This design comes from an exercise in tuning for small area, a short achievable clock period and few clock cycles per item on the open sky130 flow, not from production work.
At most, simulation tests tie the RTL to the original design; equivalence was not proved.
For runs 2 to 4, only the layout was checked, not whether the RTL still works.
No activity file was given, so power comes from the tool's default toggle rates.

## flow/design.v

```verilog
`default_nettype none
package zmips_pkg;
    localparam int XLEN     = 32;    
    localparam int REG_AW   = 5;     
    localparam int NUM_REGS = 32;
    localparam int IMM_W    = 26;    
    localparam int PC_STEP  = 4;     
    localparam logic [1:0] FMT_I = 2'b10;
    localparam logic [1:0] FMT_J = 2'b11;
    localparam logic [1:0] CC_Z      = 2'd0;
    localparam logic [1:0] CC_C      = 2'd1;
    localparam logic [1:0] CC_N      = 2'd2;
    localparam logic [1:0] CC_ALWAYS = 2'd3;
    localparam logic [XLEN-1:0] NOP_WORD = '0;
    typedef logic [3:0] alu_op_t;
    localparam alu_op_t ALU_PASS = 4'b0000;
    localparam alu_op_t ALU_AND  = 4'b0001;
    localparam alu_op_t ALU_OR   = 4'b0010;
    localparam alu_op_t ALU_XOR  = 4'b0011;
    localparam alu_op_t ALU_ADD  = 4'b0100;
    localparam alu_op_t ALU_SUB  = 4'b0101;
    localparam alu_op_t ALU_SLL  = 4'b1000;
    localparam alu_op_t ALU_SRL  = 4'b1010;
    localparam alu_op_t ALU_SRA  = 4'b1011;
    typedef union packed {
        struct packed {
            logic [5:0]        op;       
            logic [REG_AW-1:0] rs;
            logic [REG_AW-1:0] rt;
            logic [REG_AW-1:0] rd;
            logic [REG_AW-1:0] shamt;
            logic [5:0]        funct;    
        } r_fmt;
        struct packed {
            logic [3:0]       op;        
            logic [1:0]       cc;
            logic [IMM_W-1:0] imm;
        } i_fmt;
        struct packed {
            logic [1:0]      op;
            logic [XLEN-3:0] addr;       
        } j_fmt;
    } instr_u;
endpackage
`default_nettype wire
`default_nettype none
import zmips_pkg::*;
module zmips_fetch
(
    input  logic            clk,
    input  logic            rst,
    input  zmips_pkg::instr_u          w,              
    input  logic [2:0]      ex_wr_flags,    
    input  logic [2:0]      live,           
    input  logic [2:0]      flags,          
    output logic [XLEN-1:0] i_addr
);
    logic [XLEN-3:0] pc, seq_pc, br_pc, other_pc;
    logic            is_b, is_j, always_b, sense;
    logic            use_live, live_f, stored_f;
    assign is_j     = (w.j_fmt.op == FMT_J);
    assign is_b     = (w.j_fmt.op == FMT_I);
    assign always_b = (w.i_fmt.cc == CC_ALWAYS);
    assign sense    = w.i_fmt.op[1];                    
    always_comb
    begin
        case (w.i_fmt.cc)
            CC_Z:    begin use_live = ex_wr_flags[0]; live_f = live[0]; stored_f = flags[0]; end
            CC_C:    begin use_live = ex_wr_flags[1]; live_f = live[1]; stored_f = flags[1]; end
            CC_N:    begin use_live = ex_wr_flags[2]; live_f = live[2]; stored_f = flags[2]; end
            default: begin use_live = 1'b0;           live_f = 1'b0;    stored_f = 1'b0;     end
        endcase
    end
    assign seq_pc = pc + 1'b1;
    logic [XLEN-2:0] br_sum;
    zmips_add #(.W(XLEN-2)) u_br_add (
        .a   (pc),
        .b   ({{(XLEN-2-IMM_W){w.i_fmt.imm[IMM_W-1]}}, w.i_fmt.imm}),
        .cin (1'b1),
        .sum (br_sum)
    );
    assign br_pc = br_sum[XLEN-3:0];
    logic take_br;
    assign take_br  = ~rst & is_b & (use_live ? (live_f == sense) : (always_b || stored_f == sense));
    assign other_pc = rst ? '0 : is_j ? w.j_fmt.addr : seq_pc;
    always_ff @(posedge clk)
    begin
        pc <= take_br ? br_pc : other_pc;
    end
    assign i_addr = {pc, 2'b00};
endmodule
`default_nettype wire
`default_nettype none
import zmips_pkg::*;
module zmips_control
(
    input  zmips_pkg::instr_u          w,
    output logic            use_imm,
    output logic            wr_reg,
    output logic            store,
    output logic [2:0]      wr_flags,      
    output logic            sel_add,
    output logic            sel_and,
    output logic            sel_or,
    output logic            sel_xor,
    output logic            sel_sll,
    output logic            sel_srl,
    output logic            sel_pass,
    output logic            sub,
    output logic            sra,
    output logic            cin_one,       
    output logic [REG_AW-1:0] dest
);
    logic    is_r;
    zmips_pkg::alu_op_t op;
    assign is_r    = ~w.j_fmt.op[1];
    assign use_imm = w.r_fmt.op[4];                        
    assign op      = use_imm ? ALU_PASS : {w.r_fmt.op[0], w.r_fmt.funct[5:3]};
    assign wr_reg   = is_r & w.r_fmt.op[2];                        
    assign store    = is_r & w.r_fmt.op[3] & ~w.r_fmt.op[2];       
    assign wr_flags = is_r ? w.r_fmt.funct[2:0] : 3'b000;
    assign dest     = use_imm ? '0 : w.r_fmt.rd;
    assign sel_add  = (op == ALU_ADD) || (op == ALU_SUB);
    assign sel_and  = (op == ALU_AND);
    assign sel_or   = (op == ALU_OR);
    assign sel_xor  = (op == ALU_XOR);
    assign sel_sll  = (op == ALU_SLL);
    assign sel_srl  = (op == ALU_SRL) || (op == ALU_SRA);
    assign sel_pass = ~(sel_add | sel_and | sel_or | sel_xor | sel_sll | sel_srl);
    assign sub      = (op == ALU_SUB);
    assign sra      = (op == ALU_SRA);
    assign cin_one  = sub & ~w.r_fmt.op[2];
endmodule
`default_nettype wire
`default_nettype none
import zmips_pkg::*;
module zmips_regfile
(
    input  logic              clk,
    input  logic [REG_AW-1:0] rs_addr,
    input  logic [REG_AW-1:0] rt_addr,
    input  logic [REG_AW-1:0] wr_addr,
    input  logic [XLEN-1:0]   wr_data,
    input  logic              wr,
    output logic [XLEN-1:0]   rs_data,
    output logic [XLEN-1:0]   rt_data
);
    logic [NUM_REGS-1:0][XLEN-1:0] regs;    
    always_ff @(posedge clk)
    begin
        for (int k = 0; k < NUM_REGS; k++)
        begin
            if (wr && wr_addr == REG_AW'(k))
                regs[k] <= wr_data;
        end
    end
    logic [NUM_REGS-1:0] rs_sel, rt_sel;
    assign rs_sel = NUM_REGS'(1) << rs_addr;
    assign rt_sel = NUM_REGS'(1) << rt_addr;
    always_comb
    begin
        rs_data = '0;
        rt_data = '0;
        for (int k = 0; k < NUM_REGS; k++)
        begin
            rs_data = rs_data | ({XLEN{rs_sel[k]}} & regs[k]);
            rt_data = rt_data | ({XLEN{rt_sel[k]}} & regs[k]);
        end
    end
endmodule
`default_nettype wire
`default_nettype none
import zmips_pkg::*;
module zmips_alu
(
    input  logic [XLEN-1:0]   a,
    input  logic [XLEN-1:0]   b,            
    input  logic              sel_add,      
    input  logic              sel_and,
    input  logic              sel_or,
    input  logic              sel_xor,
    input  logic              sel_sll,
    input  logic              sel_srl,      
    input  logic              sel_pass,     
    input  logic              sra,          
    input  logic [REG_AW-1:0] shamt,
    input  logic              cin,
    output logic [XLEN-1:0]   y,
    output logic              zero,
    output logic              cout
);
    logic [XLEN:0]   sum;
    logic [XLEN-1:0] shl, shr, y_log;
    logic [XLEN-1:0] p, k;
    zmips_add #(.W(XLEN)) u_add (.a(a), .b(b), .cin(cin), .sum(sum));
    logic [XLEN-1:0] a_rev, sh_in, sh_out, sh_rev;
    always_comb
        for (int i = 0; i < XLEN; i++)
        begin
            a_rev[i]  = a[XLEN-1-i];
            sh_rev[i] = sh_out[XLEN-1-i];
        end
    assign sh_in  = sel_sll ? a_rev : a;
    assign sh_out = XLEN'($signed({sra & a[XLEN-1], sh_in}) >>> shamt);
    assign shl    = sh_rev;
    assign shr    = sh_out;
    assign y_log = ({XLEN{sel_and}}  & (a & b))
                 | ({XLEN{sel_or}}   & (a | b))
                 | ({XLEN{sel_xor}}  & (a ^ b))
                 | ({XLEN{sel_sll}}  & shl)
                 | ({XLEN{sel_srl}}  & shr)
                 | ({XLEN{sel_pass}} & a);
    assign y = sel_add ? sum[XLEN-1:0] : y_log;
    assign p    = a ^ b;
    assign k    = {a[XLEN-2:0] | b[XLEN-2:0], cin};
    assign zero = (sel_add  & (p == k))
                | (sel_and  & ((a & b) == '0))
                | (sel_or   & ((a | b) == '0))
                | (sel_xor  & (a == b))
                | (sel_sll  & ((a & ({XLEN{1'b1}} >> shamt)) == '0))
                | (sel_srl  & ((a & ({XLEN{1'b1}} << shamt)) == '0) & ~(sra & a[XLEN-1]))
                | (sel_pass & (a == '0));
    assign cout = sel_add & sum[XLEN];
endmodule
`default_nettype wire
`default_nettype none
module zmips_add
#(
    parameter int W = 32
)
(
    input  logic [W-1:0] a,
    input  logic [W-1:0] b,
    input  logic         cin,
    output logic [W:0]   sum
);
    localparam int L = (W > 32) ? 6 : (W > 16) ? 5 : (W > 8) ? 4 : (W > 4) ? 3 : 2;    
    logic [W-1:0] p;
    logic [W-1:0] g  [L+1];      
    logic [W-1:0] pp [L+1];
    assign p = a ^ b;
    always_comb
    begin
        g[0]     = a & b;
        pp[0]    = p;
        g[0][0]  = (a[0] & b[0]) | (p[0] & cin);
        for (int l = 0; l < L; l++)
        begin
            for (int i = 0; i < W; i++)
            begin
                if (((i >> l) & 1) == 1)
                begin
                    g[l+1][i]  = g[l][i] | (pp[l][i] & g[l][((i >> l) << l) - 1]);
                    pp[l+1][i] = pp[l][i] & pp[l][((i >> l) << l) - 1];
                end
                else
                begin
                    g[l+1][i]  = g[l][i];
                    pp[l+1][i] = pp[l][i];
                end
            end
        end
    end
    assign sum = {g[L][W-1], p ^ {g[L][W-2:0], cin}};
endmodule
`default_nettype wire
`default_nettype none
import zmips_pkg::*;
module zmips_execute
(
    input  logic              clk,
    input  logic              rst,
    input  zmips_pkg::instr_u            w,             
    input  logic [XLEN-1:0]   rs_data,
    input  logic [XLEN-1:0]   rt_data,
    input  logic              f_use_imm,
    input  logic              f_wr_reg,
    input  logic              f_store,
    input  logic [2:0]        f_wr_flags,
    input  logic              f_sel_add,
    input  logic              f_sel_and,
    input  logic              f_sel_or,
    input  logic              f_sel_xor,
    input  logic              f_sel_sll,
    input  logic              f_sel_srl,
    input  logic              f_sel_pass,
    input  logic              f_sub,
    input  logic              f_sra,
    input  logic              f_cin_one,
    input  logic [REG_AW-1:0] f_dest,
    output logic [2:0]        ex_wr_flags,   
    output logic [2:0]        live,          
    output logic [2:0]        flags,         
    output logic [REG_AW-1:0] wb_addr,
    output logic [XLEN-1:0]   wb_data,
    output logic              wb_wr,
    output logic [XLEN-1:0]   d_addr,
    output logic [XLEN-1:0]   d_wdata,
    output logic              d_wr
);
    logic [XLEN-1:0]   ex_a, ex_b;           
    logic [REG_AW-1:0] ex_dest, ex_shamt;
    logic              ex_wr_reg, ex_store;
    logic              ex_sel_add, ex_sel_and, ex_sel_or, ex_sel_xor;
    logic              ex_sel_sll, ex_sel_srl, ex_sel_pass, ex_sub, ex_sra, ex_cin_one;
    logic [XLEN-1:0]   y;
    logic              cout, cin, y_z;
    logic              byp_a, byp_b;
    logic [XLEN-1:0]   b_fwd;
    assign byp_a = ex_wr_reg && ex_dest == w.r_fmt.rs;
    assign byp_b = ex_wr_reg && ex_dest == w.r_fmt.rt;
    assign b_fwd = byp_b ? y : rt_data;
    always_ff @(posedge clk)
    begin
        if (f_use_imm)
            ex_a <= {{(XLEN-IMM_W){w.i_fmt.imm[IMM_W-1]}}, w.i_fmt.imm};
        else if (byp_a)
            ex_a <= y;
        else
            ex_a <= rs_data;
        ex_b        <= f_sub ? ~b_fwd : b_fwd;
        ex_dest     <= f_dest;
        ex_shamt    <= w.r_fmt.shamt;
        ex_sel_add  <= f_sel_add;
        ex_sel_and  <= f_sel_and;
        ex_sel_or   <= f_sel_or;
        ex_sel_xor  <= f_sel_xor;
        ex_sel_sll  <= f_sel_sll;
        ex_sel_srl  <= f_sel_srl;
        ex_sel_pass <= f_sel_pass;
        ex_sub      <= f_sub;
        ex_sra      <= f_sra;
        ex_cin_one  <= f_cin_one;
    end
    always_ff @(posedge clk)
    begin
        if (rst)
        begin
            ex_wr_reg   <= 1'b0;
            ex_store    <= 1'b0;
            ex_wr_flags <= 3'b000;
        end
        else
        begin
            ex_wr_reg   <= f_wr_reg;
            ex_store    <= f_store;
            ex_wr_flags <= f_wr_flags;
        end
    end
    assign cin = ex_cin_one | flags[1];
    zmips_alu u_alu (
        .a        (ex_a),
        .b        (ex_b),
        .sel_add  (ex_sel_add),
        .sel_and  (ex_sel_and),
        .sel_or   (ex_sel_or),
        .sel_xor  (ex_sel_xor),
        .sel_sll  (ex_sel_sll),
        .sel_srl  (ex_sel_srl),
        .sel_pass (ex_sel_pass),
        .sra      (ex_sra),
        .shamt    (ex_shamt),
        .cin      (cin),
        .y        (y),
        .zero     (y_z),
        .cout     (cout)
    );
    assign live = {y[XLEN-1], cout, y_z};
    always_ff @(posedge clk)
    begin
        if (rst)
            flags <= 3'b000;
        else
            for (int i = 0; i < 3; i++)
                if (ex_wr_flags[i]) flags[i] <= live[i];
    end
    assign wb_addr = ex_dest;
    assign wb_data = y;
    assign wb_wr   = ex_wr_reg;
    always_ff @(posedge clk)
    begin
        if (rst)
            d_wr <= 1'b0;
        else
            d_wr <= ex_store;
        d_addr  <= y;
        d_wdata <= ex_sub ? ~ex_b : ex_b;
    end
endmodule
`default_nettype wire
`default_nettype none
import zmips_pkg::*;
module zmips_top
(
    input  logic            clk,
    input  logic            rst,
    input  logic [XLEN-1:0] i_data,
    output logic [XLEN-1:0] i_addr,
    output logic [XLEN-1:0] d_addr,
    output logic [XLEN-1:0] d_wdata,
    output logic            d_wr
);
    zmips_pkg::instr_u            w;
    logic [XLEN-1:0]   rs_data, rt_data;
    logic              use_imm, wr_reg, store, sel_add, sel_and, sel_or, sel_xor;
    logic              sel_sll, sel_srl, sel_pass, sub, sra, cin_one;
    logic [2:0]        wr_flags;
    logic [REG_AW-1:0] dest;
    logic [2:0]        ex_wr_flags, live, flags;
    logic [REG_AW-1:0] wb_addr;
    logic [XLEN-1:0]   wb_data;
    logic              wb_wr;
    assign w = i_data;
    zmips_fetch u_fetch (
        .clk, .rst, .w, .ex_wr_flags, .live, .flags, .i_addr
    );
    zmips_control u_control (
        .w, .use_imm, .wr_reg, .store, .wr_flags,
        .sel_add, .sel_and, .sel_or, .sel_xor, .sel_sll, .sel_srl, .sel_pass,
        .sub, .sra, .cin_one, .dest
    );
    zmips_regfile u_regfile (
        .clk,
        .rs_addr (w.r_fmt.rs),
        .rt_addr (w.r_fmt.rt),
        .wr_addr (wb_addr),
        .wr_data (wb_data),
        .wr      (wb_wr),
        .rs_data, .rt_data
    );
    zmips_execute u_execute (
        .clk, .rst, .w, .rs_data, .rt_data,
        .f_use_imm (use_imm), .f_wr_reg (wr_reg), .f_store (store), .f_wr_flags (wr_flags),
        .f_sel_add (sel_add), .f_sel_and (sel_and), .f_sel_or (sel_or), .f_sel_xor (sel_xor),
        .f_sel_sll (sel_sll), .f_sel_srl (sel_srl), .f_sel_pass (sel_pass),
        .f_sub (sub), .f_sra (sra), .f_cin_one (cin_one), .f_dest (dest),
        .ex_wr_flags, .live, .flags, .wb_addr, .wb_data, .wb_wr, .d_addr, .d_wdata, .d_wr
    );
endmodule
`default_nettype wire
```

## flow/flow/run.sh

```bash
#!/bin/bash
# Standard layout (the standard.sh, with its standard synthesis). The clock
# period and constraints stay the design's; only how the layout is made changes:
# - the resizer may use any cell of the same function, not only the same footprint;
# - the port buffers are plain buffers (buf_2), not delay cells;
# - the clock tree uses clkbuf_8 and no dummy loads.
set -e
bash standard.sh SETUP_SLACK_MARGIN=7 TNS_END_PERCENT=20 MATCH_CELL_FOOTPRINT=0 \
    "BUFFER_PORTS_ARGS=-buffer_cell sky130_fd_sc_hd__buf_2" \
    "CTS_ARGS=-sink_clustering_enable -repair_clock_nets -dont_use_dummy_load -buf_list sky130_fd_sc_hd__clkbuf_8" \
    finish > standard_run.log 2>&1
```

## flow/standard.sh

```bash
#!/bin/bash
# synth_recipe.tcl (not shown) runs the flow's synth.tcl, then flattens the netlist and writes it again
# the make line also repeats each setting of config.mk as NAME=value (left out here)
make -C /OpenROAD-flow-scripts/flow DESIGN_CONFIG=/design/flow/config.mk WORK_HOME=/design/flow/orfs CLKGATE_MAP_FILE= SYNTH_SCRIPT=/design/flow/synth_recipe.tcl "${@:-finish}"
```

## flow/config.mk

```make
export PLATFORM = sky130hd
export DESIGN_NAME = zmips_top
export DESIGN_NICKNAME = zmips_top
export VERILOG_FILES = /design/flow/design.v
export SDC_FILE = /design/flow/constraint.sdc
export NUM_CORES = 4
export LEC_CHECK = 0
export CAP_MARGIN = 20
export CORE_MARGIN = 2
export CORE_UTILIZATION = 50
export SLEW_MARGIN = 20
```

## flow/constraint.sdc

```tcl
create_clock -name core_clock -period 10.5 [get_ports {clk}]
set_input_delay 2.1000 -clock core_clock [delete_from_list [all_inputs] [get_ports {clk}]]
set_output_delay 2.1000 -clock core_clock [all_outputs]
set_load 0.01 [all_outputs]
```

==> results of run 1 <==
==> power groups by stage <==
stage	clock network (mW)	logic, mW	registers, mW
floorplan	0	1.12	5.70
global placement	0	1.79	5.76
detailed placement	0	1.80	5.76
CTS	3.32	2.06	5.66
global route	3.52	2.49	5.67
finish	3.35	2.45	5.67
==> worst max-delay path, cell delays in order, from the launching register on <==
cell and delay, ps:
dfxtp_4 440, inv_4 50, fa_2 330, fa_2 410, nor2b_2 150, o31a_1 210, a21oi_4 100, o211ai_4 240
a31o_4 250, o41a_1 220, a31oi_4 130, a311oi_2 270, xor2_1 260, a41oi_4 220, buf_12 210, mux2_4 290
==> routing by layer <==
layer / track usage, % / up-vias
li1: - / 19290
met1: 59.32 / 25620
met2: 68.93 / 6662
met3: 25.66 / 2263
met4: 38.06 / 43
met5: 3.554 / -
==> area by class of cell <==
cell class / instances / area, um^2
inverters: 131 / 581.8
fillers: 8838 / 43790
flip-flops and latches: 1211 / 34590
repair inverters: 9 / 62.56
repair buffers: 585 / 6103
well taps: 1512 / 1892
clock buffers: 193 / 2656
multi-input cells: 2860 / 24170
diodes: 11 / 27.53
==> what timing repair did <==
item / CTS / global route
gates resized for setup: 323 / 366
endpoints found under the setup margin: 1188 / 727
pin swaps: 64 / 80
gates cloned: 24 / 22
setup buffers: 136 / 128
==> through the flow <==
step | utilization, % | worst slack [ps] | cell area [um^2] | cells | hold WS (ps)
after global placement | 53.99 | 5008 | 61480 | 5995 | 427.2
after global routing | 61.53 | 6545 | 70070 | 6504 | 467.4
after floorplan | - | 6199 | 59640 | 4565 | 413.8
after CTS | 58.73 | 6639 | 66880 | 6348 | 460.7
after detailed placement | 53.99 | 4924 | 61480 | 5995 | 447.5
final | 61.54 | 6587 | 70090 | 6512 | 458.9
==> cells by family after synthesis <==
kind of cell | synth area share [%]
multiplexers | 2.782
flip-flops | 60.25
XOR/XNOR | 2.738
other | 0.006550
AND/OR/NAND/NOR | 7.865
buffers and inverters | 3.383
AO/OA/AOI/OAI | 20.56
adder cells (fa/ha/maj) | 2.417
==> cell usage after synthesis, types with 7 or more instances <==
cell      number
a22o_1       230
and2_1        11
mux2i_1       59
buf_4         10
buf_1         46
a221oi_1     244
clkbuf_1     303
a31oi_1       17
or3_1          8
a222oi_1      35
a21oi_1      134
inv_1        129
xnor2_1       77
nor2b_1       24
or2_2          8
buf_2         12
nor3_1        81
o21ai_0      143
mux4_2        32
dfxtp_1      187
mux2_2        17
nand3_1       49
o22ai_1        7
nor4_1        30
edfxtp_1    1024
xor2_1       102
nand2b_1      20
o211ai_1      20
nand3b_1       9
o21a_1        13
fa_1          11
a211oi_1      11
nand2_1      173
and3_1        14
ha_1          93
nand4_1      217
nor2_1       237
a22oi_1      573
a32oi_1        7
a21boi_0       7
and4_1         7
a211o_1       22
a21o_1        27
==> worst paths after layout <==
kind                 startpoint             end  slack [ps]  cells after the start
max           u_execute.ex_b[0]   u_fetch.pc[4]        6590                     15
min reg2reg  u_execute.ex_store  u_execute.d_wr         460                      1
max reg2reg   u_execute.ex_b[0]   u_fetch.pc[4]        6590                     15
min          u_execute.ex_store  u_execute.d_wr         460                      1
==> flow_metrics.tcl, run 1 <==
set metrics [dict create \
    cts.sinks 1211 \
    timing.final.crit_share_pct 37.27 \
    criticalPathCategory "register to register" \
    combPwrFrac_pct 21.4 \
    setup_viol 0 \
    swShare_pct 30.26 \
    critPathRequiredTime_ps 11290 \
    syn2layout_area_growth_pct 22.42 \
    netlist_instances 4564 \
    highest_layer "met5" \
    cts_buffers 193 \
    cts_tree "built" \
    p_clk_share_pct 29.2 \
    num_vias 53880 \
    rsz0062_at_grt "yes" \
    cts-root-buf "clkbuf_8" \
    fp.dieArea_um2 117200 \
    die_h_um 342.4 \
    ir_worst_vdd_mv 0.1128 \
    ys_ff_latch 1211 \
    coreArea_um2 113900 \
    skew_ps 76.68 \
    final_cell_mix "1024 x edfxtp_1, 526 x a22oi_1, 266 x buf_4, 230 x a22o_1, 217 x nand4_1" \
    max_cap_violations 0 \
    grt_max_degree 71 \
    totalWireLength_mm 310.1 \
    fmax_mhz 255.6 \
    largest_reg_flops 1024 \
    finalPower_mw 11.47 \
    antenna_found_initial 17 \
    met3WireLength_mm 56.22 \
    p_per_area_nw_per_um2 163.7 \
    path_clk_slew_ps 60 \
    fin_nets 5129 \
    cp_max_fo 7 \
    finalSetupTns_ps 0 \
    ys_types 82 \
    hold_viol 0 \
    crit_path_start_kind "register" \
    hpwl_mm 156.5 \
    ys.flop_type "edfxtp_1" \
    seqPwrFrac_pct 49.4 \
    synth_area_um2 57250 \
    regMostFlops "u_regfile.regs" \
    holdCritPathClass "register to register" \
    synth_edf_count 1024 \
    async_reset_ff_share_pct 0 \
    grt_pass1_wl_mm 401.3 \
    yosysSeqAreaShare_pct 60.25 \
    synth_top_area_cell "edfxtp_1" \
    holdBufCountCts 0 \
    wl_met2_mm 120.6 \
    via_per_inst 8.274 \
    yosysWarningCount 10 \
    avgSynthCellArea_um2 12.54 \
    drive_gt1_share_pct 27.96 \
    ys_top_cells_by_area "edfxtp_1 54%, a22oi_1 7.5%, dfxtp_1 6.5%" \
    period_needed_ps 3913 \
    gp_congestion 1.095 \
    drc 0 \
    firstDrtPassIters 15 \
    first_iter_violations 13380 \
    status "complete, no violations" \
    worst_pin_slew_ps 1237 \
    leakage_nw 23.85 \
    start_util_pct 50.27 \
    power_switching_mw 3.471 \
    grt_pass1_vias 48520 \
    slew_viol_final 0 \
    rows 124 \
    p_int_mw 8.001 \
    final_common_cell "edfxtp_1" \
    wl_met1_mm 98.14 \
    portBuffers 128 \
    fp.dieW_um 342.4 \
    cp.arrival_ps 4700 \
    cp-end-kind "register" \
    htree_num_levels 4 \
    gr-total-overflow 0 \
    slew_headroom_pct 17.25 \
    synth_top_area_share_pct 53.71 \
    clkLatencyLatePin_ps 920 \
    ant_nets 0 \
    grt_usage_pct 50.21 \
    io_pins 131 \
    wl_per_cell_um 47.62 \
    clock_path_buffers 3 \
]
Testbench counts, summed over its fixed seeds: cycles 37,533, instrs 37,437.
==> run 2: changes to the inputs <==
--- a/flow/design.v
+++ b/flow/design.v
@@ -73,18 +73,16 @@
     end
     assign seq_pc = pc + 1'b1;
-    logic [XLEN-2:0] br_sum;
-    zmips_add #(.W(XLEN-2)) u_br_add (
-        .a   (pc),
-        .b   ({{(XLEN-2-IMM_W){w.i_fmt.imm[IMM_W-1]}}, w.i_fmt.imm}),
-        .cin (1'b1),
-        .sum (br_sum)
-    );
-    assign br_pc = br_sum[XLEN-3:0];
-    logic take_br;
-    assign take_br  = ~rst & is_b & (use_live ? (live_f == sense) : (always_b || stored_f == sense));
-    assign other_pc = rst ? '0 : is_j ? w.j_fmt.addr : seq_pc;
+    assign br_pc  = pc + {{(XLEN-2-IMM_W){w.i_fmt.imm[IMM_W-1]}}, w.i_fmt.imm} + 1'b1;
+    assign other_pc = is_j ? w.j_fmt.addr
+                    : (is_b && (always_b || stored_f == sense)) ? br_pc
+                    : seq_pc;
     always_ff @(posedge clk)
     begin
-        pc <= take_br ? br_pc : other_pc;
+        if (rst)
+            pc <= '0;
+        else if (is_b && use_live)
+            pc <= (live_f == sense) ? br_pc : seq_pc;
+        else
+            pc <= other_pc;
     end
     assign i_addr = {pc, 2'b00};
@@ -155,17 +153,6 @@
         end
     end
-    logic [NUM_REGS-1:0] rs_sel, rt_sel;
-    assign rs_sel = NUM_REGS'(1) << rs_addr;
-    assign rt_sel = NUM_REGS'(1) << rt_addr;
-    always_comb
-    begin
-        rs_data = '0;
-        rt_data = '0;
-        for (int k = 0; k < NUM_REGS; k++)
-        begin
-            rs_data = rs_data | ({XLEN{rs_sel[k]}} & regs[k]);
-            rt_data = rt_data | ({XLEN{rt_sel[k]}} & regs[k]);
-        end
-    end
+    assign rs_data = regs[rs_addr];
+    assign rt_data = regs[rt_addr];
 endmodule
 `default_nettype wire
@@ -193,16 +180,7 @@
     logic [XLEN-1:0] shl, shr, y_log;
     logic [XLEN-1:0] p, k;
-    zmips_add #(.W(XLEN)) u_add (.a(a), .b(b), .cin(cin), .sum(sum));
-    logic [XLEN-1:0] a_rev, sh_in, sh_out, sh_rev;
-    always_comb
-        for (int i = 0; i < XLEN; i++)
-        begin
-            a_rev[i]  = a[XLEN-1-i];
-            sh_rev[i] = sh_out[XLEN-1-i];
-        end
-    assign sh_in  = sel_sll ? a_rev : a;
-    assign sh_out = XLEN'($signed({sra & a[XLEN-1], sh_in}) >>> shamt);
-    assign shl    = sh_rev;
-    assign shr    = sh_out;
+    assign sum = {1'b0, a} + {1'b0, b} + {{XLEN{1'b0}}, cin};
+    assign shl = a << shamt;
+    assign shr = XLEN'($signed({sra & a[XLEN-1], a}) >>> shamt);
     assign y_log = ({XLEN{sel_and}}  & (a & b))
                  | ({XLEN{sel_or}}   & (a | b))
@@ -214,56 +192,9 @@
     assign p    = a ^ b;
     assign k    = {a[XLEN-2:0] | b[XLEN-2:0], cin};
-    assign zero = (sel_add  & (p == k))
-                | (sel_and  & ((a & b) == '0))
-                | (sel_or   & ((a | b) == '0))
-                | (sel_xor  & (a == b))
-                | (sel_sll  & ((a & ({XLEN{1'b1}} >> shamt)) == '0))
-                | (sel_srl  & ((a & ({XLEN{1'b1}} << shamt)) == '0) & ~(sra & a[XLEN-1]))
-                | (sel_pass & (a == '0));
+    assign zero = sel_add ? (p == k) : (y_log == '0);
     assign cout = sel_add & sum[XLEN];
 endmodule
 `default_nettype wire
 `default_nettype none
-module zmips_add
-#(
-    parameter int W = 32
-)
-(
-    input  logic [W-1:0] a,
-    input  logic [W-1:0] b,
-    input  logic         cin,
-    output logic [W:0]   sum
-);
-    localparam int L = (W > 32) ? 6 : (W > 16) ? 5 : (W > 8) ? 4 : (W > 4) ? 3 : 2;    
-    logic [W-1:0] p;
-    logic [W-1:0] g  [L+1];      
-    logic [W-1:0] pp [L+1];
-    assign p = a ^ b;
-    always_comb
-    begin
-        g[0]     = a & b;
-        pp[0]    = p;
-        g[0][0]  = (a[0] & b[0]) | (p[0] & cin);
-        for (int l = 0; l < L; l++)
-        begin
-            for (int i = 0; i < W; i++)
-            begin
-                if (((i >> l) & 1) == 1)
-                begin
-                    g[l+1][i]  = g[l][i] | (pp[l][i] & g[l][((i >> l) << l) - 1]);
-                    pp[l+1][i] = pp[l][i] & pp[l][((i >> l) << l) - 1];
-                end
-                else
-                begin
-                    g[l+1][i]  = g[l][i];
-                    pp[l+1][i] = pp[l][i];
-                end
-            end
-        end
-    end
-    assign sum = {g[L][W-1], p ^ {g[L][W-2:0], cin}};
-endmodule
-`default_nettype wire
-`default_nettype none
 import zmips_pkg::*;
 module zmips_execute
@@ -300,4 +231,5 @@
 );
     logic [XLEN-1:0]   ex_a, ex_b;           
+    logic [XLEN-1:0]   b_fwd;
     logic [REG_AW-1:0] ex_dest, ex_shamt;
     logic              ex_wr_reg, ex_store;
@@ -307,5 +239,4 @@
     logic              cout, cin, y_z;
     logic              byp_a, byp_b;
-    logic [XLEN-1:0]   b_fwd;
     assign byp_a = ex_wr_reg && ex_dest == w.r_fmt.rs;
     assign byp_b = ex_wr_reg && ex_dest == w.r_fmt.rt;
==> flow/run.sh (new file) <==
#!/bin/bash
# synth_recipe.tcl (not shown) runs the flow's synth.tcl, then flattens the netlist and writes it again
# the make line also repeats each setting of config.mk as NAME=value (left out here)
make -C /OpenROAD-flow-scripts/flow DESIGN_CONFIG=/design/flow/config.mk WORK_HOME=/design/flow/orfs CLKGATE_MAP_FILE= SYNTH_SCRIPT=/design/flow/synth_recipe.tcl finish
--- a/flow/config.mk
+++ b/flow/config.mk
@@ -8,4 +8,4 @@
 export CAP_MARGIN = 20
 export CORE_MARGIN = 2
-export CORE_UTILIZATION = 50
+export CORE_UTILIZATION = 40
 export SLEW_MARGIN = 20
removed: flow/flow/run.sh
removed: flow/standard.sh
==> flow_metrics.tcl, run 2 <==
set metrics [dict create \
    fp.dieW_um 404.0 \
    clkLatencyLatePin_ps 800 \
    final_cell_mix "1024 x edfxtp_1, 711 x mux4_2, 198 x nor2_1, 181 x dfxtp_1, 180 x nand2_1" \
    drc 0 \
    netlist_instances 4103 \
    cp.arrival_ps 6790 \
    fillers 13620 \
    postLayoutCoreUtil_pct 45.69 \
    cts_tree "built" \
    seqPwrFrac_pct 44.8 \
    die_h_um 404.0 \
    gr-usage-met2_pct 41.31 \
    totalWireLength_mm 214.4 \
    critPathRequiredTime_ps 11140 \
    ys_top_cells_by_area "edfxtp_1 48%, mux4_2 25%, dfxtp_1 5.8%" \
    period_needed_ps 6152 \
    place_ws_ps 4128 \
    hp-start "u_execute.ex_store" \
    start_util_pct 40.36 \
    fmax_mhz 162.6 \
    ir_worst_vdd_mv 0.1686 \
    hpwl_mm 131.6 \
    power_switching_mw 3.486 \
    antenna_found_initial 3 \
    fp.dieArea_um2 163200 \
    rows 146 \
    swShare_pct 27.78 \
    holdBufCountCts 0 \
    max_stage_delay_ps 1030 \
    cts.sinks 1211 \
    worst_pin_slew_ps 1210 \
    slew_headroom_pct 19.31 \
    setup_viol 0 \
    gp_congestion 1.012 \
    synth_area_um2 64000 \
    io_pins 131 \
    ys.flop_type "edfxtp_1" \
    combPwrFrac_pct 16.8 \
    synth_edf_count 1024 \
    wl_per_cell_um 33.81 \
    cts-root-buf "clkbuf_16" \
    firstDrtPassIters 6 \
    rsz0062_at_grt "no" \
    p_per_area_nw_per_um2 173.2 \
    async_reset_ff_share_pct 0 \
    num_vias 41240 \
    grt_usage_pct 26.09 \
    cp-end-kind "register" \
    final_common_cell "edfxtp_1" \
    portBuffers 128 \
    avgSynthCellArea_um2 15.60 \
    grtUsageMet3_pct 4.774 \
    yosysSeqAreaShare_pct 53.90 \
    synth_top_area_share_pct 48.05 \
    via_per_inst 6.502 \
    syn2layout_area_growth_pct 13.20 \
    synth_top_area_cell "edfxtp_1" \
    r2r.worst_path.cells 13 \
    fin_nets 4286 \
    largest_reg_flops 1024 \
    coreArea_um2 158600 \
    r2r_slack_ps 4350 \
    slew_viol_final 0 \
    first_iter_violations 5411 \
    cts_resized 0 \
    ys_types 77 \
    p_int_mw 9.062 \
    status "complete, no violations" \
    timing.final.crit_share_pct 58.59 \
    cp_slowest_cell "a2111oi_0" \
    grt_pass1_wl_mm 304.3 \
    use_met1_pct 35.70 \
    setup_ws_ps 4348 \
    skew_ps 48.37 \
    max_cap_violations 0 \
    cts_buffers 136 \
    hold_viol 0 \
    crit_path_start_kind "register" \
    ys_ff_latch 1211 \
    synth_common_cells "1024 x edfxtp_1, 711 x mux4_2, 232 x clkbuf_1" \
    whs_path_depth 1 \
    htree_num_levels 4 \
    grt_pass1_vias 40370 \
    crit_chain "buf_4 -> mux4_2 -> mux4_2 -> a2111oi_0 -> nand2_1 -> nor4_1 -> nand4b_1 -> o21ai_1 -> nand2_1 -> xnor2_4 -> buf_4 -> mux2i_1 -> a211oi_2" \
    ant_nets 0 \
    holdCritPathClass "register to register" \
    p_clk_share_pct 38.5 \
    path_clk_slew_ps 60 \
    reg2reg_from "u_execute.ex_shamt[3]" \
    holdPathEnd "u_execute.d_wr" \
    leakage_nw 24.04 \
    synth_most_common_cell "edfxtp_1" \
    gr-total-overflow 0 \
    rr_endpoint "u_fetch.pc[25]" \
    postCtsSetupBuffers 0 \
    regMostFlops "u_regfile.regs" \
    drive_gt1_share_pct 27.22 \
    criticalPathCategory "register to register" \
    clock_path_buffers 3 \
    finalSetupTns_ps 0 \
    busiest_layer "met2" \
    cp_max_fo 38 \
    yosysWarningCount 3 \
    grt_max_degree 125 \
]
[run 2: power groups by stage]
stage	Clock, mW	Combinational [mW]	Sequential, mW
final	4.83	2.10	5.62
after global routing	5.09	2.23	5.62
after CTS	4.90	2.08	5.62
after detailed placement	0	2.07	5.72
after global placement	0	2.06	5.72
after floorplan	0	1.32	5.66
[run 2: metrics by stage]
stage | total power, mW | instances | cell area [um^2] | hold slack (ps)
2_1_floorplan | 6.977 | 4104 | 64000 | 413.8
3_3_place_gp | 7.778 | 6087 | 67870 | 468.8
3_5_place_dp | 7.784 | 6087 | 67870 | 472.7
4_1_cts | 12.59 | 6339 | 72390 | 481.0
5_1_grt | 12.95 | 6341 | 72440 | 494.4
6_report | 12.55 | 6342 | 72440 | 468.3
[run 2: worst max path at each step]
stage                                     start                 end  slack, ps  cells past startpoint
after floorplan                      i_data[21]  u_execute.ex_a[25]       5310                      8
after global placement                i_data[0]      u_fetch.pc[22]       3990                     17
after detailed placement              i_data[0]      u_fetch.pc[22]       4130                     17
after CTS                 u_execute.ex_shamt[3]      u_fetch.pc[25]       4560                     13
after global routing      u_execute.ex_shamt[3]      u_fetch.pc[25]       4130                     13
final                     u_execute.ex_shamt[3]      u_fetch.pc[25]       4350                     13
[run 2: worst max-delay path, delay by kind of cell (launching register included)]
kind                      cells  cell delay (ps)
AOI/OAI and AO/OA             3             1330
muxes                         3             1380
DFF                           1              810
and+or+nand+nor               4              830
xor gates and xnor gates      1              520
buffers and inverters         2             1070
[run 2: kinds of logic after synthesis]
group	after synthesis	synth area share [%]
buffers and inverters	448	2.778
XOR/XNOR	179	2.479
AO/OA/AOI/OAI	613	6.333
multiplexers	873	27.62
adder cells (fa/ha/maj)	97	1.932
other	1	0.005860
flip-flops	1211	53.90
AND/OR/NAND/NOR	681	4.956
[run 2: layout make-up]
| cell class | count | area, um^2 | area share (%) |
|---|---|---|---|
| timing repair buffer | 258 | 2351 | 3.245 |
| antenna | 1 | 2.502 | 0.003454 |
| multi-input combinational | 2445 | 28070 | 38.75 |
| clock buffer | 190 | 3800 | 5.246 |
| tap | 2072 | 2592 | 3.579 |
| sequential | 1211 | 34510 | 47.64 |
| clock inverter | 62 | 725.7 | 1.002 |
| inverter | 103 | 387.9 | 0.5354 |
[run 2: routing by layer]
| metal | part of all wire, % | wire [um] |
|---|---|---|
| met1 | 39 | 84420 |
| met2 | 47 | 101700 |
| met3 | 9.0 | 19210 |
| met4 | 4.2 | 9037 |
| met5 | 0.0033 | 7 |
==> run 3: changes to the inputs <==
--- a/flow/design.v
+++ b/flow/design.v
@@ -153,6 +153,17 @@
         end
     end
-    assign rs_data = regs[rs_addr];
-    assign rt_data = regs[rt_addr];
+    logic [NUM_REGS-1:0] rs_sel, rt_sel;
+    assign rs_sel = NUM_REGS'(1) << rs_addr;
+    assign rt_sel = NUM_REGS'(1) << rt_addr;
+    always_comb
+    begin
+        rs_data = '0;
+        rt_data = '0;
+        for (int k = 0; k < NUM_REGS; k++)
+        begin
+            rs_data = rs_data | ({XLEN{rs_sel[k]}} & regs[k]);
+            rt_data = rt_data | ({XLEN{rt_sel[k]}} & regs[k]);
+        end
+    end
 endmodule
 `default_nettype wire
--- a/flow/config.mk
+++ b/flow/config.mk
@@ -9,3 +9,4 @@
 export CORE_MARGIN = 2
 export CORE_UTILIZATION = 40
+export SETUP_SLACK_MARGIN = 5
 export SLEW_MARGIN = 20
==> flow_metrics.tcl, run 3 <==
set metrics [dict create \
    firstDrtPassIters 14 \
    crit_buf_inv 3 \
    netlist_instances 4797 \
    first_iter_violations 11490 \
    grt_pass1_wl_mm 406.0 \
    critPathRequiredTime_ps 11170 \
    syn2layout_area_growth_pct 15.70 \
    portBuffers 128 \
    postLayoutCoreUtil_pct 46.75 \
    holdBufCountCts 0 \
    hpwl_mm 170.4 \
    period_needed_ps 5696 \
    worst_pin_slew_ps 1299 \
    path_clk_slew_ps 60 \
    rows 140 \
    async_reset_ff_share_pct 0 \
    cp.arrival_ps 6370 \
    cts.sinks 1211 \
    cts_buffers 132 \
    die_h_um 387.9 \
    ant_nets 0 \
    synth_area_um2 58950 \
    crit_chain "clkdlybuf4s50_1 -> nand2_2 -> nor2_4 -> buf_4 -> buf_4 -> a22o_1 -> a221oi_1 -> nand4_1 -> nor3_1 -> a21oi_1 -> xnor2_1" \
    timing.final.crit_share_pct 54.25 \
    fmax_mhz 175.6 \
    synth_top_area_share_pct 52.16 \
    finalSetupTns_ps 0 \
    synth_most_common_cell "edfxtp_1" \
    leakage_nw 22.61 \
    htree_num_levels 4 \
    yosysWarningCount 3 \
    synth_edf_count 1024 \
    start_util_pct 40.40 \
    gp_congestion 1.042 \
    cp-end-kind "register" \
    ir_worst_vdd_mv 0.2432 \
    cts_tree "built" \
    grt_usage_pct 38.67 \
    whs_ps 493.0 \
    synth_top_area_cell "edfxtp_1" \
    dp_cells 6645 \
    slew_headroom_pct 13.41 \
    grt_max_degree 64 \
    drive_gt1_share_pct 13.25 \
    criticalPathCategory "input pin to register" \
    largest_reg_flops 1024 \
    coreArea_um2 145900 \
    place_ws_ps 4026 \
    cp_slowest_cell "nor3_1" \
    skew_ps 54.66 \
    hold_viol 0 \
    max_stage_delay_ps 1000 \
    final_cell_mix "1024 x edfxtp_1, 557 x a22oi_1, 263 x a221oi_1, 257 x a22o_1, 210 x nand2_1" \
    status "complete, no violations" \
    cp_max_fo 18 \
    fp.dieW_um 387.9 \
    clock_path_buffers 3 \
    setup_viol 0 \
    drc 0 \
    regMostFlops "u_regfile.regs" \
    num_vias 53260 \
    ys_types 90 \
    final_common_cell "edfxtp_1" \
    gr-total-overflow 0 \
    fin_nets 5023 \
    yosysSeqAreaShare_pct 58.51 \
    crit_path_start_kind "input pin" \
    wl_per_cell_um 43.46 \
    crit_top_cell "buf_4" \
    slew_viol_final 0 \
    cts-root-buf "clkbuf_16" \
    grt_pass1_vias 48930 \
    setup_ws_ps 4804 \
    clkLatencyLatePin_ps 820 \
    totalWireLength_mm 301.0 \
    p_per_area_nw_per_um2 182.7 \
    path_delay_family "simple AND/OR/NAND/NOR gates" \
    io_pins 131 \
    synth_common_cells "1024 x edfxtp_1, 557 x a22oi_1, 316 x clkbuf_1" \
    ys_ff_latch 1211 \
    ys.flop_type "edfxtp_1" \
    fp.dieArea_um2 150500 \
    max_cap_violations 0 \
    via_per_inst 7.689 \
    holdCritPathClass "register to register" \
    ys_top_cells_by_area "edfxtp_1 52%, a22oi_1 7.1%, dfxtp_1 6.4%" \
    rsz0062_at_grt "yes" \
    antenna_found_initial 16 \
    avgSynthCellArea_um2 12.29 \
    instances_no_fill 6927 \
]
-- run 3: cell types whose count changed after synthesis, sizes merged, moves of 20 or more --
cell    change
a21oi      -24
a221oi    +248
a22oi     +531
nor2       +20
nor3       +63
nand4     +184
o21ai      +51
mux4      -663
clkbuf     +84
nand2      +31
a22o      +251
buf        -44
mux2i      -57
-- run 3: worst paths after layout --
check | start | endpoint | slack (ps) | cells past startpoint
max | i_data[17] | u_execute.ex_b[3] | 4800 | 11
min | u_execute.ex_b[4] | u_execute.d_wdata[4] | 490 | 1
max reg2reg | u_execute.ex_shamt[1] | u_fetch.pc[29] | 5000 | 15
min reg2reg | u_execute.ex_b[4] | u_execute.d_wdata[4] | 490 | 1
-- run 3: per-stage QoR --
stage / area, um^2 / power (mW)
after floorplan: 58960 / 6.780
after global placement: 63320 / 7.661
after detailed placement: 63320 / 7.660
after CTS: 67810 / 12.33
after global routing: 68180 / 12.72
final: 68210 / 12.46
-- run 3: repair_timing --
item                       in CTS  in global routing
pin swaps                       0                 13
resized for setup              17                 23
setup endpoints to repair      35                 53
setup buffers                   1                 26
-- run 3: final cells by class --
cell class,count,area [um^2]
flip-flops and latches,1211,34510
fillers,12880,77710
inverters,98,367.9
well taps,1917,2399
multi-input cells,3104,23500
diodes,12,30.03
clock inverters,71,804.5
clock buffers,169,3586
repair buffers,345,3014
-- run 3: logic make-up after synthesis --
group	Yosys count	synth area share, %
muxes	136	3.370
other	1	0.006361
adders and majority gates	97	2.097
buffers and inverters	483	3.328
AOI/OAI and AO/OA	1690	21.55
xor gates and xnor gates	181	2.689
and+or+nand+nor	998	8.453
DFF	1211	58.51
-- run 3: where the power goes --
part           switching (mW)  internal, mW  leakage (nW)
Combinational            1.35         0.680          9.65
Sequential              0.188          5.48          10.8
Clock                    2.08          2.68          2.12
-- run 3: worst reg2reg max path, cell delays in order (launching register included) --
cell	delay [ps]
dfxtp_4	720
buf_12	380
nor2b_1	580
a222oi_1	280
nand2_1	290
o211ai_1	170
a211oi_1	670
nand4_1	240
nor4_2	390
a2111o_2	280
a21o_1	130
buf_4	280
and2_2	290
buf_8	260
nor3_1	110
a311o_1	320
-- run 3: routing by layer --
metal  part of all wire [%]  track usage (%)
met4                    9.2            25.66
met3                     17            17.78
met2                     41            55.04
met5                   0.14           0.8931
met1                     33            46.70
==> run 4: changes to the inputs <==
--- a/flow/design.v
+++ b/flow/design.v
@@ -203,5 +203,11 @@
     assign p    = a ^ b;
     assign k    = {a[XLEN-2:0] | b[XLEN-2:0], cin};
-    assign zero = sel_add ? (p == k) : (y_log == '0);
+    assign zero = (sel_add  & (p == k))
+                | (sel_and  & ((a & b) == '0))
+                | (sel_or   & ((a | b) == '0))
+                | (sel_xor  & (a == b))
+                | (sel_sll  & ((a & ({XLEN{1'b1}} >> shamt)) == '0))
+                | (sel_srl  & ((a & ({XLEN{1'b1}} << shamt)) == '0) & ~(sra & a[XLEN-1]))
+                | (sel_pass & (a == '0));
     assign cout = sel_add & sum[XLEN];
 endmodule
@@ -242,5 +248,5 @@
 );
     logic [XLEN-1:0]   ex_a, ex_b;           
-    logic [XLEN-1:0]   b_fwd;
+    logic [XLEN-1:0]   alu_a, alu_b;
     logic [REG_AW-1:0] ex_dest, ex_shamt;
     logic              ex_wr_reg, ex_store;
@@ -249,17 +255,11 @@
     logic [XLEN-1:0]   y;
     logic              cout, cin, y_z;
-    logic              byp_a, byp_b;
-    assign byp_a = ex_wr_reg && ex_dest == w.r_fmt.rs;
-    assign byp_b = ex_wr_reg && ex_dest == w.r_fmt.rt;
-    assign b_fwd = byp_b ? y : rt_data;
+    logic              byp_a, byp_b;         
     always_ff @(posedge clk)
     begin
-        if (f_use_imm)
-            ex_a <= {{(XLEN-IMM_W){w.i_fmt.imm[IMM_W-1]}}, w.i_fmt.imm};
-        else if (byp_a)
-            ex_a <= y;
-        else
-            ex_a <= rs_data;
-        ex_b        <= f_sub ? ~b_fwd : b_fwd;
+        byp_a       <= ex_wr_reg && ex_dest == w.r_fmt.rs && !f_use_imm;
+        byp_b       <= ex_wr_reg && ex_dest == w.r_fmt.rt;
+        ex_a        <= f_use_imm ? {{(XLEN-IMM_W){w.i_fmt.imm[IMM_W-1]}}, w.i_fmt.imm} : rs_data;
+        ex_b        <= f_sub ? ~rt_data : rt_data;
         ex_dest     <= f_dest;
         ex_shamt    <= w.r_fmt.shamt;
@@ -275,4 +275,6 @@
         ex_cin_one  <= f_cin_one;
     end
+    assign alu_a = byp_a ? d_addr : ex_a;
+    assign alu_b = byp_b ? (ex_sub ? ~d_addr : d_addr) : ex_b;
     always_ff @(posedge clk)
     begin
@@ -292,6 +294,6 @@
     assign cin = ex_cin_one | flags[1];
     zmips_alu u_alu (
-        .a        (ex_a),
-        .b        (ex_b),
+        .a        (alu_a),
+        .b        (alu_b),
         .sel_add  (ex_sel_add),
         .sel_and  (ex_sel_and),
@@ -327,5 +329,5 @@
             d_wr <= ex_store;
         d_addr  <= y;
-        d_wdata <= ex_sub ? ~ex_b : ex_b;
+        d_wdata <= ex_sub ? ~alu_b : alu_b;
     end
 endmodule
==> flow/flow/run.sh (new file) <==
#!/bin/bash
# Standard layout (the standard.sh, standard synthesis) with these changes:
# - the resizer may pick any cell of the same function (not only the same
#   footprint), and the port buffers are plain buffers, not delay cells.
set -e
bash standard.sh SETUP_SLACK_MARGIN=6.5 MATCH_CELL_FOOTPRINT=0 \
    "BUFFER_PORTS_ARGS=-buffer_cell sky130_fd_sc_hd__buf_2" finish > standard_run.log 2>&1
==> flow/standard.sh (new file) <==
#!/bin/bash
# synth_recipe.tcl (not shown) runs the flow's synth.tcl, then flattens the netlist and writes it again
# the make line also repeats each setting of config.mk as NAME=value (left out here)
make -C /OpenROAD-flow-scripts/flow DESIGN_CONFIG=/design/flow/config.mk WORK_HOME=/design/flow/orfs CLKGATE_MAP_FILE= SYNTH_SCRIPT=/design/flow/synth_recipe.tcl "${@:-finish}"
--- a/flow/config.mk
+++ b/flow/config.mk
@@ -9,4 +9,3 @@
 export CORE_MARGIN = 2
 export CORE_UTILIZATION = 40
-export SETUP_SLACK_MARGIN = 5
 export SLEW_MARGIN = 20
removed: flow/run.sh
==> flow_metrics.tcl, run 4 <==
set metrics [dict create \
    fp.dieW_um 388.4 \
    largest_reg_flops 1024 \
    grt_pass1_wl_mm 422.9 \
    io_pins 131 \
    coreArea_um2 147300 \
    cts-root-buf "clkbuf_16" \
    fin_nets 5321 \
    first_iter_violations 12680 \
    ant_nets 0 \
    grt_pass1_vias 50780 \
    clock_path_buffers 3 \
    rsz0062_at_grt "yes" \
    finalSetupTns_ps 0 \
    drive_gt1_share_pct 22.47 \
    drc 0 \
    wl_per_cell_um 44.15 \
    postLayoutCoreUtil_pct 48.87 \
    gr-total-overflow 0 \
    worst_pin_slew_ps 1210 \
    grt_usage_pct 40.45 \
    crit_path_start_kind "register" \
    via_per_inst 7.606 \
    clkLatencyLatePin_ps 810 \
    ys.flop_type "edfxtp_1" \
    final_common_cell "edfxtp_1" \
    die_h_um 388.4 \
    cts.sinks 1213 \
    ys_top_cells_by_area "edfxtp_1 52%, dfxtp_1 6.4%, a22oi_1 4.9%" \
    final_cell_mix "1024 x edfxtp_1, 385 x a22oi_1, 304 x a221oi_1, 302 x a22o_1, 265 x buf_4" \
    totalWireLength_mm 319.6 \
    finalPower_mw 12.95 \
    ys_types 83 \
    cp_slowest_cell "dfxtp_4" \
    gp_congestion 1.015 \
    start_util_pct 40.13 \
    portBuffers 128 \
    synth_edf_count 1024 \
    yosysWarningCount 3 \
    max_stage_delay_ps 450 \
    crit_chain "clkbuf_16 -> buf_12 -> buf_4 -> mux2i_4 -> inv_1 -> ha_2 -> nor4_4 -> nand4_1 -> nor4_2 -> a21oi_1 -> o2111ai_2 -> nor2_1 -> a32oi_2 -> a31oi_4 -> xnor2_4 -> buf_12 -> buf_12 -> mux2i_1 -> o22ai_1" \
    synth_top_area_share_pct 52.02 \
    synth_top_area_cell "edfxtp_1" \
    ir_worst_vdd_mv 0.1513 \
    cp_max_fo 7 \
    yosysSeqAreaShare_pct 58.42 \
    rows 141 \
    period_needed_ps 4551 \
    firstDrtPassIters 14 \
    status "complete, no violations" \
    hpwl_mm 178.9 \
    antenna_found_initial 23 \
    htree_num_levels 3 \
    cp-end-kind "register" \
    avgSynthCellArea_um2 12.03 \
    ys_ff_latch 1213 \
    hold_viol 0 \
    leakage_nw 24.00 \
    cp.arrival_ps 5210 \
    timing.final.crit_share_pct 43.35 \
    cts_buffers 121 \
    synth_area_um2 59110 \
    criticalPathCategory "register to register" \
    skew_ps 59.64 \
    grt_max_degree 66 \
    holdCritPathClass "register to register" \
    setup_viol 0 \
    slew_headroom_pct 19.34 \
    slew_viol_final 0 \
    p_per_area_nw_per_um2 179.9 \
    fmax_mhz 219.7 \
    async_reset_ff_share_pct 0 \
    critPathRequiredTime_ps 11160 \
    synth_most_common_cell "edfxtp_1" \
    netlist_instances 4912 \
    fp.dieArea_um2 150900 \
    cts_tree "built" \
    num_vias 55060 \
    fillers 12860 \
    path_clk_slew_ps 70 \
    synth_common_cells "1024 x edfxtp_1, 387 x a22oi_1, 316 x a221oi_1" \
    crit_top_cell "buf_12" \
    syn2layout_area_growth_pct 21.79 \
    max_cap_violations 0 \
    regMostFlops "u_regfile.regs" \
]
## run 4: cell types whose count changed after synthesis, moves of 49 or more
cell	before	now
a22oi_1	557	387
a21oi_1	140	220
nand3_1	65	132
o21ai_0	153	206
a221oi_1	264	316
xnor2_1	110	159
## run 4: cell families after synthesis
logic type / after synthesis / share of synthesized area (%)
XOR/XNOR: 222 / 3.321
AND/OR/NAND/NOR: 1019 / 8.268
AO/OA/AOI/OAI: 1698 / 21.38
other: 1 / 0.006344
buffers and inverters: 503 / 3.296
flip-flops: 1213 / 58.42
adder cells (fa/ha/maj): 97 / 2.091
multiplexers: 159 / 3.215
## run 4: critical path, delay by kind of cell (launching register included)
family	cells	cell delay, ps
compound gates	5	920
xor+xnor	1	330
fa+ha+maj	1	330
buf+inv	6	1050
flops	1	450
mux	2	420
simple gates	4	950
## run 4: layout make-up
class | instances | area (um^2) | share of cell area, %
well taps | 1930 | 2415 | 3.354
clock inverters | 92 | 1066 | 1.481
multi-input cells | 3203 | 25530 | 35.46
repair buffers | 514 | 4597 | 6.385
flip-flops and latches | 1213 | 34560 | 48.01
clock buffers | 136 | 3209 | 4.458
inverters | 137 | 581.8 | 0.8082
diodes | 14 | 35.03 | 0.04866
## run 4: final timing paths
kind | start | to | slack [ps] | cells after the start
max | u_execute.byp_a | u_fetch.pc[1] | 5950 | 19
min | u_execute.ex_store | u_execute.d_wr | 470 | 1
max reg2reg | u_execute.byp_a | u_fetch.pc[1] | 5950 | 19
min reg2reg | u_execute.ex_store | u_execute.d_wr | 470 | 1
## run 4: stage by stage
step	hold WS, ps	area [um^2]	std cells	setup WS [ps]
after global routing	504.7	71970	7229	5892
after global placement	419.5	63240	6783	3839
after CTS	497.4	70650	7175	6083
after detailed placement	427.4	63260	6784	4536
after floorplan	413.8	59520	4913	5986
final	469.3	71990	7239	5949
## run 4: power breakdown
group	internal, mW	total [mW]	switching [mW]
clock network	2.64	4.68	2.04
registers	5.50	5.64	0.145
logic	0.897	2.63	1.73
## run 4: layer usage
layer | track usage [%] | wire (um) | vias up
met3 | 19.73 | 54510 | 1958
met2 | 57.80 | 129700 | 6075
met4 | 28.14 | 29810 | 40
met1 | 47.38 | 104700 | 26580
li1 | - | - | 20410
met5 | 1.563 | 851 | -
## run 4: timing repair
item                                    4_1_cts  5_1_grt
hold buffers                                  0        0
cloned                                       12       11
endpoints found under the setup margin     1152      939
pin swaps                                    72       44
buffers inserted                            151       37
resized for setup                           354      173

-- re-timing with driven ports --
How much do the figures lean on ideal ports? The routed layouts below were timed once more, with nothing changed but the port constraints. Step 1 (the two cells are an assumption about what drives the block):
set clk [get_ports {clk}]
set_driving_cell -lib_cell sky130_fd_sc_hd__clkbuf_16 $clk
set_driving_cell -lib_cell sky130_fd_sc_hd__buf_2 [delete_from_list [all_inputs] $clk]
Step 2 times the ports against the registers' clock, not the clock port: input delays grow and output delays shrink by t, the midpoint of the rising clock arrivals with the driver on. a / b / c = ideal ports / drivers / drivers and shift; a / b = the first two.
| run | t (ns) | setup WS [ns] | worst setup path at the end | worst data-port slew with drivers (ns) |
|---|---|---|---|---|
| run 1 | 0.951 | 6.587 / 6.587 / 5.677 | input to register | 0.15 |
| run 2 | 0.853 | 4.348 / 4.348 / 4.088 | input to register | 0.06 |
| run 3 | 0.871 | 4.804 / 4.848 / 3.977 | input to register | 0.04 |
| run 4 | 0.860 | 5.949 / 5.949 / 5.346 | input to register | 0.05 |
After both steps every run listed still meets setup and hold. For run 1, which loses most, drivers alone change the setup slack by 0.000 ns; drivers and shift together by -0.910 ns.
